Source: an optimization exercise on an open RTL-to-GDS flow (aim: small area and a short achievable clock period). Production flows keep margins and buffers that such runs may drop.
In this exercise RTL edits were held to simulation tests only and were not proved equivalent to the original.

==> inputs of v5 <==
Design primitive_group_builder, start of the top module:
module primitive_group_builder (
    input  logic        i_clk,
    input  logic        i_rst_n,
    input  logic        i_valid,
    output logic        o_stall,
    input  logic [31:0] i_vertex_a,
    input  logic [31:0] i_vertex_b,
    input  logic [31:0] i_vertex_c,
    input  logic [15:0] i_material,
    input  logic        i_last_triangle,
    output logic        o_valid,
    input  logic        i_stall,
    output logic [31:0] o_group_start_index,
    output logic [31:0] o_group_start_vertex,
    output logic [31:0] o_group_vertex_span,
    output logic [31:0] o_group_triangles,
    output logic [31:0] o_group_number,
    output logic        o_final_record,
    output logic        o_wide_indices,
    output logic [31:0] o_largest_index,
    output logic [31:0] o_index_total
);
Settings: LEC_CHECK=0, CAP_MARGIN=20, CORE_MARGIN=2, CORE_UTILIZATION=60, SLEW_MARGIN=20; clock period 12.5 ns.
standard.sh (not shown) runs the stock make flow with config.mk's settings and CLKGATE_MAP_FILE= SYNTH_SCRIPT=/design/flow/synth_recipe.tcl, a recipe that flattens the netlist after the stock synthesis.
==> flow/flow/run.sh <==
#!/bin/bash
# The standard layout (the standard.sh, synthesis included, unchanged)
# with two changes to how the layout is optimised:
#  - the port buffers are buf_4 cells instead of the delay buffers that
#    buffer_ports picks by default;
#  - repair_timing aims for a setup slack of SETUP_SLACK_MARGIN ns.
# The clock period and constraints are the standard flow's.
set -euo pipefail
export BUFFER_PORTS_ARGS="-buffer_cell sky130_fd_sc_hd__buf_4"
export SETUP_SLACK_MARGIN=7
bash standard.sh > standard_flow.log 2>&1
==> v3: changes against v5 <==
--- a/flow/design.v
+++ b/flow/design.v
@@ -51,48 +51,48 @@
     input  logic [31:0] i_vertex_c,
     input  logic [15:0] i_material,
     input  logic        i_last_triangle,
     output logic        o_closing,
     output logic [31:0] o_sv,
     output logic [31:0] o_span,
     output logic [16:0] o_cnt,
     output logic [31:0] o_sv1,
-    output logic [31:0] o_e1,
+    output logic [31:0] o_ge1,
     output logic [16:0] o_cnt1,
     output logic [31:0] o_max1
 );
     logic [15:0] r_mat;
-    logic [31:0] r_sv, r_e, r_max;
+    logic [31:0] r_sv, r_ge, r_max;
     logic [16:0] r_cnt;
     logic [31:0] a, b, c;
     logic        closing;
     logic        ab, ac, bc;
     logic        a_sv, b_sv, c_sv;      
     logic        a_ge, b_ge, c_ge;      
     logic        a_mx, b_mx, c_mx;      
     logic        a_one, b_one, c_one;   
     logic        mn_a, mn_b, mn_c;      
     logic        mx_a, mx_b, mx_c;      
     logic        t_sv, t_ge, t_mx, t_one;
-    logic        e_one, ge_hit;
-    logic [31:0] tmin, tmax, a_dec;
+    logic        use_inc;
+    logic [31:0] tmin, tmax, tinc, a_inc, b_inc, c_inc;
     assign a = i_vertex_a;
     assign b = i_vertex_b;
     assign c = i_vertex_c;
     assign closing = (i_material != r_mat);
     assign ab   = pgb_pkg::lt32(a, b);
     assign ac   = pgb_pkg::lt32(a, c);
     assign bc   = pgb_pkg::lt32(b, c);
     assign a_sv = pgb_pkg::lt32(a, r_sv);
     assign b_sv = pgb_pkg::lt32(b, r_sv);
     assign c_sv = pgb_pkg::lt32(c, r_sv);
-    assign a_ge = pgb_pkg::lt32(r_e, a);
-    assign b_ge = pgb_pkg::lt32(r_e, b);
-    assign c_ge = pgb_pkg::lt32(r_e, c);
+    assign a_ge = !pgb_pkg::lt32(a, r_ge);
+    assign b_ge = !pgb_pkg::lt32(b, r_ge);
+    assign c_ge = !pgb_pkg::lt32(c, r_ge);
     assign a_mx = pgb_pkg::lt32(r_max, a);
     assign b_mx = pgb_pkg::lt32(r_max, b);
     assign c_mx = pgb_pkg::lt32(r_max, c);
     assign a_one = &a;
     assign b_one = &b;
     assign c_one = &c;
     assign mn_a = ab && ac;
     assign mn_b = !ab && bc;
@@ -101,77 +101,83 @@
     assign mx_c = !mx_a && bc;
     assign mx_b = !mx_a && !bc;
     assign t_sv  = a_sv || b_sv || c_sv;
     assign t_ge  = a_ge || b_ge || c_ge;
     assign t_mx  = a_mx || b_mx || c_mx;
     assign t_one = a_one || b_one || c_one;
     assign tmin = ({32{mn_a}} & a) | ({32{mn_b}} & b) | ({32{mn_c}} & c);
     assign tmax = ({32{mx_a}} & a) | ({32{mx_b}} & b) | ({32{mx_c}} & c);
-    assign a_dec = a - 32'd1;
-    assign e_one  = &r_e;
-    assign ge_hit = !t_one && (t_ge || e_one);
+    assign a_inc = a + 32'd1;
+    assign b_inc = b + 32'd1;
+    assign c_inc = c + 32'd1;
+    assign tinc = ({32{mx_a}} & a_inc) | ({32{mx_b}} & b_inc) | ({32{mx_c}} & c_inc);
+    assign use_inc = !t_one && (closing || t_ge);
     assign o_sv1   = (closing || t_sv) ? tmin : r_sv;
     always_comb begin
-        if (closing) begin
-            o_e1 = t_one ? a_dec : tmax;
+        if (use_inc) begin
+            o_ge1 = tinc;
         end else begin
-            o_e1 = ge_hit ? tmax : r_e;
+            o_ge1 = closing ? a : r_ge;
         end
     end
     assign o_max1  = t_mx ? tmax : r_max;
     assign o_cnt1  = closing ? 17'd1 : r_cnt + 17'd1;
     assign o_closing = closing;
     assign o_sv      = r_sv;
-    assign o_span    = r_e - r_sv + 32'd1;
+    assign o_span    = r_ge - r_sv;
     assign o_cnt     = r_cnt;
     always_ff @(posedge i_clk) begin
         if (!i_rst_n) begin
             r_mat <= '0;
             r_sv  <= '0;
-            r_e   <= '1;
+            r_ge  <= '0;
             r_cnt <= '0;
             r_max <= '0;
         end else if (i_accept) begin
             if (i_last_triangle) begin
                 r_mat <= '0;
                 r_sv  <= '0;
-                r_e   <= '1;
+                r_ge  <= '0;
                 r_cnt <= '0;
                 r_max <= '0;
             end else begin
                 r_mat <= i_material;
                 r_sv  <= o_sv1;
-                r_e   <= o_e1;
+                r_ge  <= o_ge1;
                 r_cnt <= o_cnt1;
                 r_max <= o_max1;
             end
         end
     end
 endmodule
 module pgb_queue #(
     parameter int W = 8
 ) (
     input  logic         i_clk,
     input  logic         i_rst_n,
     input  logic         i_push,
     input  logic         i_pop,
     input  logic [W-1:0] i_data,
     output logic         o_full,
     output logic         o_empty,
+    output logic         o_second_valid,
     output logic [W-1:0] o_head,
+    output logic [W-1:0] o_second,
     output logic [W-1:0] o_next
 );
     logic [W-1:0] r_mem [0:3];
     logic [W-1:0] d [0:3];
     logic [3:0]   en;
     logic [3:0]   r_v;
     assign o_full  = r_v[3];
     assign o_empty = !r_v[0];
     assign o_head  = r_mem[0];
+    assign o_second = r_mem[1];
+    assign o_second_valid = r_v[1];
     assign o_next  = en[0] ? d[0] : r_mem[0];
     always_comb begin
         for (int i = 0; i < 4; i++) begin
             if (i == 3) begin
                 d[i] = i_data;
             end else begin
                 d[i] = (i_pop && r_v[i+1]) ? r_mem[i+1] : i_data;
             end
@@ -199,70 +205,77 @@
 endmodule
 module pgb_back (
     input  logic        i_clk,
     input  logic        i_rst_n,
     input  logic        i_empty,
     input  logic        i_has_closed,
     input  logic        i_has_final,
     input  logic        i_next_has_closed,
+    input  logic        i_second_valid,
+    input  logic [16:0] i_second_cnt,
+    input  logic [16:0] i_front_cnt1,
     input  logic [31:0] i_asv,
     input  logic [31:0] i_aspan,
     input  logic [16:0] i_cnt,
     input  logic [31:0] i_bsv,
-    input  logic [31:0] i_be,
+    input  logic [31:0] i_bge,
     input  logic [31:0] i_bmax,
     input  logic        i_stall,
     output logic        o_pop,
     output logic        o_valid,
     output logic [31:0] o_group_start_index,
     output logic [31:0] o_group_start_vertex,
     output logic [31:0] o_group_vertex_span,
     output logic [31:0] o_group_triangles,
     output logic [31:0] o_group_number,
     output logic        o_final_record,
     output logic        o_wide_indices,
     output logic [31:0] o_largest_index,
     output logic [31:0] o_index_total
 );
     logic        r_second, r_fin;
-    logic [17:0] r_acc;
+    logic [17:0] r_acc, r_idx;
     logic [16:0] r_grp;
     logic        take, two_recs, n_second;
-    logic [16:0] cnt;
-    logic [17:0] idx_one;
-    logic [31:0] idx_cnt;
+    logic [17:0] acc_closed, acc_pop, idx_hold, idx_second, idx_pop;
+    logic [16:0] cnt_pop;
     assign o_valid  = !i_empty;
     assign take     = o_valid && !i_stall;
     assign two_recs = i_has_closed && i_has_final;
     assign o_pop    = take && (r_second || !two_recs);
     assign n_second = take ? (two_recs && !r_second) : r_second;
-    assign cnt      = r_second ? 17'd1 : i_cnt;
+    assign acc_closed = r_acc + {1'b0, i_cnt} + {i_cnt, 1'b0};
+    assign acc_pop    = r_fin ? 18'd0 : acc_closed;
+    assign cnt_pop    = i_second_valid ? i_second_cnt : i_front_cnt1;
+    assign idx_hold   = i_empty ? r_acc + {1'b0, i_front_cnt1} + {i_front_cnt1, 1'b0} : r_idx;
+    assign idx_second = acc_closed + 18'd3;
+    assign idx_pop    = acc_pop + {1'b0, cnt_pop} + {cnt_pop, 1'b0};
     assign o_group_start_index  = {14'd0, r_acc};
     assign o_group_start_vertex = r_fin ? i_bsv : i_asv;
-    assign o_group_vertex_span  = r_fin ? pgb_pkg::span32(i_be, i_bsv) : i_aspan;
-    assign o_group_triangles    = {15'd0, cnt};
+    assign o_group_vertex_span  = r_fin ? i_bge - i_bsv : i_aspan;
+    assign o_group_triangles    = {15'd0, r_second ? 17'd1 : i_cnt};
     assign o_group_number       = {15'd0, r_grp};
     assign o_final_record       = r_fin;
     assign o_wide_indices       = r_fin && (|i_bmax[31:16]);
     assign o_largest_index      = r_fin ? i_bmax : 32'd0;
-    assign idx_one              = r_acc + 18'd3;
-    assign idx_cnt              = pgb_pkg::add3x32({14'd0, r_acc}, {15'd0, i_cnt});
-    assign o_index_total        = !r_fin ? 32'd0 : r_second ? {14'd0, idx_one} : {14'd0, idx_cnt[17:0]};
+    assign o_index_total        = r_fin ? {14'd0, r_idx} : 32'd0;
     always_ff @(posedge i_clk) begin
         if (!i_rst_n) begin
             r_second <= 1'b0;
             r_fin    <= 1'b0;
             r_acc    <= '0;
+            r_idx    <= '0;
             r_grp    <= '0;
         end else begin
             r_second <= n_second;
             r_fin    <= n_second || !i_next_has_closed;
+            r_idx    <= !take ? idx_hold : (o_pop ? idx_pop : idx_second);
             if (take) begin
-                r_acc <= r_fin ? 18'd0 : r_acc + {1'b0, i_cnt} + {i_cnt, 1'b0};
+                r_acc <= acc_pop;
                 r_grp <= r_fin ? 17'd0 : r_grp + 17'd1;
             end
         end
     end
 endmodule
 module primitive_group_builder (
     input  logic        i_clk,
     input  logic        i_rst_n,
@@ -282,23 +295,24 @@
     output logic [31:0] o_group_number,
     output logic        o_final_record,
     output logic        o_wide_indices,
     output logic [31:0] o_largest_index,
     output logic [31:0] o_index_total
 );
     localparam int QW = 2 + 32 + 32 + 17 + 32 + 32 + 32;
     logic        full, empty, accept, push, pop, closing;
-    logic [31:0] f_sv, f_span, f_sv1, f_e1, f_max1;
+    logic [31:0] f_sv, f_span, f_sv1, f_ge1, f_max1;
     logic [16:0] f_cnt, f_cnt1;
     logic        h_hc, h_hf, n_hc, n_hf;
-    logic [31:0] h_asv, h_aspan, h_bsv, h_be, h_bmax;
-    logic [31:0] n_asv, n_aspan, n_bsv, n_be, n_bmax;
-    logic [16:0] h_cnt, n_cnt;
-    logic [QW-1:0] q_in, q_head, q_next;
+    logic [31:0] h_asv, h_aspan, h_bsv, h_bspan, h_bmax;
+    logic [31:0] n_asv, n_aspan, n_bsv, n_bspan, n_bmax;
+    logic [16:0] h_cnt, n_cnt, s_cnt;
+    logic        s_valid;
+    logic [QW-1:0] q_in, q_head, q_second, q_next;
     assign accept  = i_valid && !full;
     assign push    = accept && (closing || i_last_triangle);
     assign o_stall = full;
     pgb_front u_front (
         .i_clk           (i_clk),
         .i_rst_n         (i_rst_n),
         .i_accept        (accept),
         .i_vertex_a      (i_vertex_a),
@@ -306,47 +320,53 @@
         .i_vertex_c      (i_vertex_c),
         .i_material      (i_material),
         .i_last_triangle (i_last_triangle),
         .o_closing       (closing),
         .o_sv            (f_sv),
         .o_span          (f_span),
         .o_cnt           (f_cnt),
         .o_sv1           (f_sv1),
-        .o_e1           (f_e1),
+        .o_ge1          (f_ge1),
         .o_cnt1          (f_cnt1),
         .o_max1          (f_max1)
     );
     assign q_in = {closing, i_last_triangle, f_sv, f_span, closing ? f_cnt : f_cnt1,
-                   f_sv1, f_e1, f_max1};
-    assign {h_hc, h_hf, h_asv, h_aspan, h_cnt, h_bsv, h_be, h_bmax} = q_head;
-    assign {n_hc, n_hf, n_asv, n_aspan, n_cnt, n_bsv, n_be, n_bmax} = q_next;
+                   f_sv1, f_ge1, f_max1};
+    assign {h_hc, h_hf, h_asv, h_aspan, h_cnt, h_bsv, h_bspan, h_bmax} = q_head;
+    assign s_cnt = q_second[96 +: 17];
+    assign {n_hc, n_hf, n_asv, n_aspan, n_cnt, n_bsv, n_bspan, n_bmax} = q_next;
     pgb_queue #(.W(QW)) u_queue (
         .i_clk   (i_clk),
         .i_rst_n (i_rst_n),
         .i_push  (push),
         .i_pop   (pop),
         .i_data  (q_in),
         .o_full  (full),
         .o_empty (empty),
+        .o_second_valid (s_valid),
         .o_head  (q_head),
+        .o_second (q_second),
         .o_next  (q_next)
     );
     pgb_back u_back (
         .i_clk                (i_clk),
         .i_rst_n              (i_rst_n),
         .i_empty              (empty),
         .i_has_closed         (h_hc),
         .i_has_final          (h_hf),
         .i_next_has_closed    (n_hc),
+        .i_second_valid       (s_valid),
+        .i_second_cnt         (s_cnt),
+        .i_front_cnt1         (f_cnt + 17'd1),
         .i_asv                (h_asv),
         .i_aspan              (h_aspan),
         .i_cnt                (h_cnt),
         .i_bsv                (h_bsv),
-        .i_be                 (h_be),
+        .i_bge                (h_bspan),
         .i_bmax               (h_bmax),
         .i_stall              (i_stall),
         .o_pop                (pop),
         .o_valid              (o_valid),
         .o_group_start_index  (o_group_start_index),
         .o_group_start_vertex (o_group_start_vertex),
         .o_group_vertex_span  (o_group_vertex_span),
         .o_group_triangles    (o_group_triangles),
Settings changed: CORE_UTILIZATION 60 to 50.
==> results.py <==
metrics = {
    "outcome": {
        "status": "complete, no violations",
    },
    "worst_setup_path": {
        "cp_cell_sequence": "inv_2 > ha_4 > fa_2 > nor2b_4 > o2111ai_4 > a31o_4 > a211o_4 > a21oi_4 > nor2_4 > o211ai_1 > buf_4 > buf_4 > a311o_1 > buf_4",
        "rr_worst_depth": 21,
    },
    "finish": {
        "clkCellAreaFrac_pct": 5.02,
        "final_common_cell": "nand2_1",
    },
    "clock_network": {
        "cts_inserted_buffers": 101,
        "clock_insertion_delay_worst_skew_ns": 0.72,
    },
    "place": {
        "dp_cells": 7552,
    },
    "route": {
        "initialDrtViolationCount": 5194,
    },
    "timing": {
        "fin_skew_ns": 0.0345,
    },
    "global_routing": {
        "grt_usage_pct": 32.6,
    },
    "synthesis": {
        "synth_area_leaders": "edfxtp_1, ha_1, dfxtp_1",
    },
    "power_and_ir_drop": {
        "clkPwrFrac_pct": 30.0,
    },
}
That was v3.
==> results.py <==
metrics = {
    "outcome": {
        "status": "complete, no violations",
    },
    "finish": {
        "final_common_cell": "edfxtp_1",
        "drive_gt1_share_pct": 18.9,
        "clkCellAreaFrac_pct": 4.63,
        "final_cell_mix": "edfxtp_1, nor2_1, nand2_1",
    },
    "clock_network": {
        "cts_inserted_buffers": 94,
        "clock_insertion_delay_worst_skew_ns": 0.69,
    },
    "synthesis": {
        "synth_area_leaders": "edfxtp_1, ha_1, dfxtp_1",
    },
    "place": {
        "dp_cells": 6974,
    },
    "power_and_ir_drop": {
        "clkPwrFrac_pct": 26.3,
    },
    "route": {
        "initialDrtViolationCount": 6245,
    },
    "worst_setup_path": {
        "rr_worst_depth": 12,
    },
    "global_routing": {
        "grt_usage_pct": 39.8,
    },
}
That was v5.

==> separate check: timing with driven ports <==
The flow's constraints put no driver on any port. The routed layouts listed below were extracted and timed again, unchanged, in two steps.
Step 1 assumes that a clkbuf_16 drives the clock port and a buf_2 every other input.
Step 2, shift: input delay + t, output delay - t, t = (earliest + latest rising clock arrival at the registers) / 2. This alone moves slack from input paths to output paths.
Slacks: no drivers / after step 1 / after step 2; pairs: no drivers / after step 1.
run | shift t [ns] | setup WS [ns] | hold WS [ns] | worst setup path at the end | latest minus earliest clock arrival (ns)
v5 | 0.758 | 5.928 / 5.847 / 6.094 | 0.508 / 0.508 / 0.508 | input to register | 0.031 / 0.031
v3 | 0.777 | 6.066 / 5.984 / 6.123 | 0.463 / 0.463 / 0.463 | input to register | 0.042 / 0.042
After both steps every run listed still meets setup and hold.
